This is an optimization exercise on Yosys and OpenROAD, whose aim is small area, a short achievable clock period and few clock cycles per item, not a production implementation.
RTL that was checked went through simulation tests only; none was proved equivalent to the original.
Power is estimated from default activity; no workload was simulated.

Setup of the baseline:
// vpu_sp_top
module vpu_sp_top (
  input  logic        clk,
  input  logic        rst_n,
  input  logic        line_start,
  input  logic [7:0]  line_y,
  output logic        busy,
  output logic        line_done,
  output logic        param_req_en,
  output logic [3:0]  param_req_addr,
  input  logic [31:0] param_rdata,
  output logic        tile_req_en,
  output logic [15:0] tile_req_addr,
  input  logic [7:0]  tile_rdata,
  output logic        pal_req_en,
  output logic [9:0]  pal_req_addr,
  input  logic [31:0] pal_rdata,
  output logic        lb_rd_en,
  output logic [7:0]  lb_rd_addr,
  output logic        lb_wr_en,
  output logic [7:0]  lb_wr_addr,
  output logic [31:0] lb_wdata,
  input  logic [31:0] lb_rdata
);
  vpu_mem_pkg::param_req_t param_req;
  vpu_mem_pkg::tile_req_t  tile_req;
  vpu_mem_pkg::pal_req_t   pal_req;
  vpu_mem_pkg::lb_req_t    lb_req;
  vpu_sp u_sp (
    .clk         (clk),
    .rst_n       (rst_n),
    .line_start  (line_start),
    .line_y      (line_y),
    .busy        (busy),
    .line_done   (line_done),
    .param_req   (param_req),
    .param_rdata (param_rdata),
    .tile_req    (tile_req),
    .tile_rdata  (tile_rdata),
    .pal_req     (pal_req),
    .pal_rdata   (pal_rdata),
    .lb_req      (lb_req),
    .lb_rdata    (lb_rdata)
  );
  assign param_req_en   = param_req.en;
  assign param_req_addr = param_req.addr;
  assign tile_req_en    = tile_req.en;
  assign tile_req_addr  = tile_req.addr;
  assign pal_req_en     = pal_req.en;
  assign pal_req_addr   = pal_req.addr;
  assign lb_rd_en       = lb_req.rd_en;
  ...
Size: about 1300 cells after synthesis, roughly 260 flip-flops, ~200 I/O pins, roughly 16000 um^2 of cells after synthesis.
Settings: LEC_CHECK=0, CAP_MARGIN=20, CORE_MARGIN=2, CORE_UTILIZATION=40, SLEW_MARGIN=20; clock period 11.0 ns.
run.sh (not shown) runs the stock make flow with config.mk's settings and CLKGATE_MAP_FILE= SYNTH_SCRIPT=/design/flow/synth_recipe.tcl, a recipe that flattens the netlist after the stock synthesis.
Testbench counts of the baseline, summed over its fixed seeds: cycles 50,993, lines 512.
For the candidate, these inputs were changed with respect to the baseline:
--- a/flow/design.v
+++ b/flow/design.v
@@ -50,25 +50,25 @@
     logic [8-1:0] wr_addr;
     logic [31:0]           wdata;
   } lb_req_t;
 endpackage
 `timescale 1ns/100ps
 module vpu_sp_mix (
-  input  logic [7:0] d,
-  input  logic [7:0] s,
-  input  logic [7:0] a,
+  input  logic [7:0] x0,
+  input  logic [7:0] x1,
+  input  logic [7:0] sel,
   input  logic       keep,
   output logic [7:0] y
 );
   logic [7:0] m [8];
   logic [7:0] k;
   logic [15:0] ra;
   logic [15:0] rb;
   logic [15:0] sum;
   always_comb begin
-    for (int i = 0; i < 8; i++) m[i] = a[i] ? s : d;
+    for (int i = 0; i < 8; i++) m[i] = sel[i] ? x1 : x0;
     k = keep ? m[0] : 8'd0;
   end
   logic w1, w2, w3, w4, w5, w6, w7, w8, w9, w10, w11, w12, w13, w14, w15, w16, w17, w18, w19, w20, w21, w22, w23, w24, w25, w26, w27, w28, w29, w30, w31, w32, w33, w34, w35, w36, w37, w38, w39, w40, w41, w42, w43, w44, w45, w46, w47, w48, w49, w50, w51, w52, w53, w54, w55, w56, w57, w58, w59, w60, w61, w62, w63, w64, w65, w66, w67, w68, w69, w70, w71, w72, w73, w74, w75, w76, w77, w78, w79, w80, w81, w82, w83, w84, w85, w86, w87, w88, w89, w90, w91, w92, w93, w94, w95, w96, w97, w98;
   assign w1 = m[0][5] ^ m[1][4];
   assign w2 = m[0][5] & m[1][4];
   assign w3 = m[0][6] ^ m[1][5] ^ m[2][4];
@@ -172,22 +172,23 @@
   assign sum = ra + rb;
   assign y   = sum[15:8];
 endmodule
 module vpu_sp_color_merge (
   input  logic [31:0] src,
   input  logic [31:0] dst,
+  input  logic [7:0]  a_n,
   input  logic        a_zero,
   input  logic        a_full,
   output logic [31:0] res
 );
   logic [8:0] a_sum;
   assign a_sum      = {1'b0, dst[31:24]} + {1'b0, src[31:24]};
   assign res[31:24] = a_zero ? dst[31:24] : a_full ? 8'd255 : a_sum[8:1];
-  vpu_sp_mix u_r (.d(dst[23:16]), .s(src[23:16]), .a(src[31:24]), .keep(a_zero | a_full), .y(res[23:16]));
-  vpu_sp_mix u_g (.d(dst[15:8]),  .s(src[15:8]),  .a(src[31:24]), .keep(a_zero | a_full), .y(res[15:8]));
-  vpu_sp_mix u_b (.d(dst[7:0]),   .s(src[7:0]),   .a(src[31:24]), .keep(a_zero | a_full), .y(res[7:0]));
+  vpu_sp_mix u_r (.x0(dst[23:16]), .x1(src[23:16]), .sel(src[31:24]), .keep(a_zero | a_full), .y(res[23:16]));
+  vpu_sp_mix u_g (.x0(src[15:8]),   .x1(dst[15:8]),  .sel(a_n),        .keep(a_zero | a_full), .y(res[15:8]));
+  vpu_sp_mix u_b (.x0(dst[7:0]),    .x1(src[7:0]),   .sel(src[31:24]), .keep(a_zero | a_full), .y(res[7:0]));
 endmodule
 `timescale 1ns/100ps
 module vpu_sp (
   input  logic                   clk,
   input  logic                   rst_n,
   input  logic                   line_start,
@@ -240,12 +241,13 @@
   logic       p3_v;
   logic [7:0] p3_x;
   logic       p4_v;
   logic [7:0] p4_x;
   logic [31:0] p4_src;
   logic [31:0] p4_dst;
+  logic [7:0] p4_an;       
   logic       p4_az;
   logic       p4_af;
   logic       p5_v;
   logic [7:0] p5_x;
   logic [31:0] p5_res;
   assign accept = !busy && line_start;
@@ -365,13 +367,13 @@
       k_t    <= d_t;
       k_oyr  <= d_oyr;
       k_oxr  <= 3'd0;
       k_oxh  <= 3'd0;
       k_s    <= d_s;
       k_x    <= d_x;
-    end else if (k_act) begin
+    end else begin
       k_oxr <= k_oxr + 3'd1;
       if (k_oxr == 3'd7) begin
         k_t   <= k_t + 8'd1;
         k_oxh <= k_oxh + 3'd1;
       end
       k_x <= k_x + 8'd1;
@@ -382,21 +384,23 @@
     p2_pal_addr <= p1_pal[6] ? {p1_pal[5:4], p1_pal[3:0], tile_rdata[3:0]}
                              : {p1_pal[5:4], tile_rdata};
     p3_x   <= p2_x;
     p4_x   <= p3_x;
     p4_src <= pal_rdata;
     p4_dst <= lb_rdata;
+    p4_an  <= ~pal_rdata[31:24];
     p4_az  <= (pal_rdata[31:24] == 8'd0);
     p4_af  <= (pal_rdata[31:24] == 8'd255);
     p5_x   <= p4_x;
     p5_res <= blend_res;
   end
   logic [31:0] blend_res;
   vpu_sp_color_merge u_color_merge (
     .src (p4_src),
     .dst (p4_dst),
+    .a_n    (p4_an),
     .a_zero (p4_az),
     .a_full (p4_af),
     .res (blend_res)
   );
   assign param_req.en   = f_req;
   assign param_req.addr = {f_idx, f_word};
### Flow results
Number of standard cells in the layout, taps in and fillers out, the candidate vs the baseline: up slightly. Compared to the baseline, the candidate has total global routing track utilization 1.3 points lower. On sequential share of layout area, the baseline tracks the candidate almost exactly. Die area deteriorates in the candidate relative to the baseline. Placer's final routability congestion estimate of the candidate falls short of that of the baseline by a few percent. Largest voltage drop on the vdd net (the candidate / the baseline): 0.920. Per the comparison of the candidate with the baseline, total power increased about 14%, worst setup slack after layout climbed 200 ps, clock power rose by about 9%, sequential cell count went up, routed wire length went down 2300 um. Per the comparison of the candidate with the baseline, cell area rose 1.2%, power dissipated in sequential cells rose about 10%, area after synthesis rose 100 um^2.
Only the layout flow was run in the candidate; the RTL was not checked for function there.

* * *

Another version of the RTL of vpu_sp_top (not shown whole).
For scale: roughly 1600 cells after synthesis, roughly 300 flip-flops, ~200 I/O pins, roughly 15000 um^2 of cells after synthesis.
==> module vpu_sp_color_merge, before the edit <==
module vpu_sp_color_merge (
  input  logic [31:0] src,
  input  logic [31:0] dst,
  input  logic        a_zero,
  input  logic        a_full,
  output logic [7:0]  res_a,
  output logic [59:0] hi,
  output logic [2:0]  c6
);
  logic [8:0] a_sum;
  assign a_sum      = {1'b0, dst[31:24]} + {1'b0, src[31:24]};
  assign res_a = a_zero ? dst[31:24] : a_full ? 8'd255 : a_sum[8:1];
  vpu_sp_mix u_r (.x0(dst[23:16]), .x1(src[23:16]), .sel(src[31:24]), .keep(a_zero | a_full), .hi_a(hi[59:50]), .hi_b(hi[49:40]), .c6(c6[2]));
  vpu_sp_mix u_g (.x0(dst[15:8]),   .x1(src[15:8]),  .sel(src[31:24]),        .keep(a_zero | a_full), .hi_a(hi[39:30]), .hi_b(hi[29:20]), .c6(c6[1]));
  vpu_sp_mix u_b (.x0(dst[7:0]),    .x1(src[7:0]),   .sel(src[31:24]), .keep(a_zero | a_full), .hi_a(hi[19:10]), .hi_b(hi[9:0]), .c6(c6[0]));
endmodule
==> flow/config.mk <==
export PLATFORM = sky130hd
export DESIGN_NAME = vpu_sp_top
export DESIGN_NICKNAME = vpu_sp_top
export VERILOG_FILES = /design/flow/design.v
export SDC_FILE = /design/flow/constraint.sdc
export NUM_CORES = 4
export LEC_CHECK = 0
export ABC_AREA = 1
export CAP_MARGIN = 20
export CORE_MARGIN = 2
export CORE_UTILIZATION = 40
export CTS_BUF_LIST = sky130_fd_sc_hd__clkbuf_8
export CTS_CLUSTER_DIAMETER = 80
export CTS_CLUSTER_SIZE = 16
export SLEW_MARGIN = 75
==> flow/constraint.sdc <==
create_clock -name core_clock -period 11.0 [get_ports {clk}]
set_input_delay 2.2000 -clock core_clock [delete_from_list [all_inputs] [get_ports {clk}]]
set_output_delay 2.2000 -clock core_clock [all_outputs]
set_load 0.01 [all_outputs]
standard.sh (not shown) runs the stock make flow with config.mk's settings and CLKGATE_MAP_FILE= SYNTH_SCRIPT=/design/flow/synth_recipe.tcl, a recipe that flattens the netlist after the stock synthesis.
==> flow/flow/run.sh <==
#!/bin/bash
# The standard layout, except that each port gets the smallest buffer
# (buf_1) instead of the one buffer_ports picks by default.
set -euo pipefail
export BUFFER_PORTS_ARGS="-buffer_cell sky130_fd_sc_hd__buf_1"
bash standard.sh finish > standard_flow.log 2>&1
Testbench counts at the start, summed over its fixed seeds: cycles 50,398, lines 512.
Change:
--- a/flow/design.v
+++ b/flow/design.v
@@ -169,13 +169,20 @@
   input  logic        a_full,
   output logic [7:0]  res_a,
   output logic [59:0] hi,
   output logic [2:0]  c6
 );
-  logic [8:0] a_sum;
-  assign a_sum      = {1'b0, dst[31:24]} + {1'b0, src[31:24]};
-  assign res_a = a_zero ? dst[31:24] : a_full ? 8'd255 : a_sum[8:1];
+  logic [8:0] a_c;
+  logic [7:0] a_sum;
+  always_comb begin
+    a_c[0] = 1'b0;
+    for (int i = 0; i < 8; i++) begin
+      a_sum[i]  = (dst[24 + i] ^ src[24 + i]) ^ a_c[i];
+      a_c[i + 1] = (dst[24 + i] & a_c[i]) | (src[24 + i] & (dst[24 + i] | a_c[i]));
+    end
+  end
+  assign res_a = a_zero ? dst[31:24] : a_full ? 8'd255 : {a_c[8], a_sum[7:1]};
   vpu_sp_mix u_r (.x0(dst[23:16]), .x1(src[23:16]), .sel(src[31:24]), .keep(a_zero | a_full), .hi_a(hi[59:50]), .hi_b(hi[49:40]), .c6(c6[2]));
   vpu_sp_mix u_g (.x0(dst[15:8]),   .x1(src[15:8]),  .sel(src[31:24]),        .keep(a_zero | a_full), .hi_a(hi[39:30]), .hi_b(hi[29:20]), .c6(c6[1]));
   vpu_sp_mix u_b (.x0(dst[7:0]),    .x1(src[7:0]),   .sel(src[31:24]), .keep(a_zero | a_full), .hi_a(hi[19:10]), .hi_b(hi[9:0]), .c6(c6[0]));
 endmodule
 `timescale 1ns/100ps
=> Wire length drops by 2.1%; final area drops by 0.77%; first-iteration DRC count drops by 25%; total power climbs by 2.2%; die area drops by 1.0%; sequential power hardly moves.
The RTL of the second run of this note was laid out without a check of its function.

-- separate check: timing with driven ports --
Ports are ideal in the flow. The routed layouts listed here were re-timed in OpenROAD. Step 1 sets driving cells, clkbuf_16 on the clock port and buf_2 on the other inputs (assumed; they add their load-dependent delay and slew). Step 2, shift: input delay + t, output delay - t, t = (earliest + latest rising clock arrival at the registers) / 2. This alone moves slack from input paths to output paths. Slacks: ideal / step 1 / step 2; pairs: ideal / step 1.
| run | t (ns) | slack for setup (ns) | hold WS [ns] | worst setup path at the end |
|---|---|---|---|---|
| the baseline | 0.629 | 5.406 / 5.406 / 5.406 | 0.323 / 0.323 / 0.323 | register to register |
| the candidate | 0.609 | 5.602 / 5.602 / 5.602 | 0.322 / 0.322 / 0.322 | register to register |
| the first run of note 2 | 0.637 | 7.542 / 7.500 / 6.977 | 0.320 / 0.320 / 0.320 | input to register |
| the second run of note 2 | 0.645 | 6.892 / 6.892 / 6.846 | 0.323 / 0.323 / 0.323 | input to register |
After both steps every run listed still meets setup and hold. The setup slack of the first run of note 2, which loses most, moves by -0.042 ns with the drivers and by -0.565 ns with both steps.
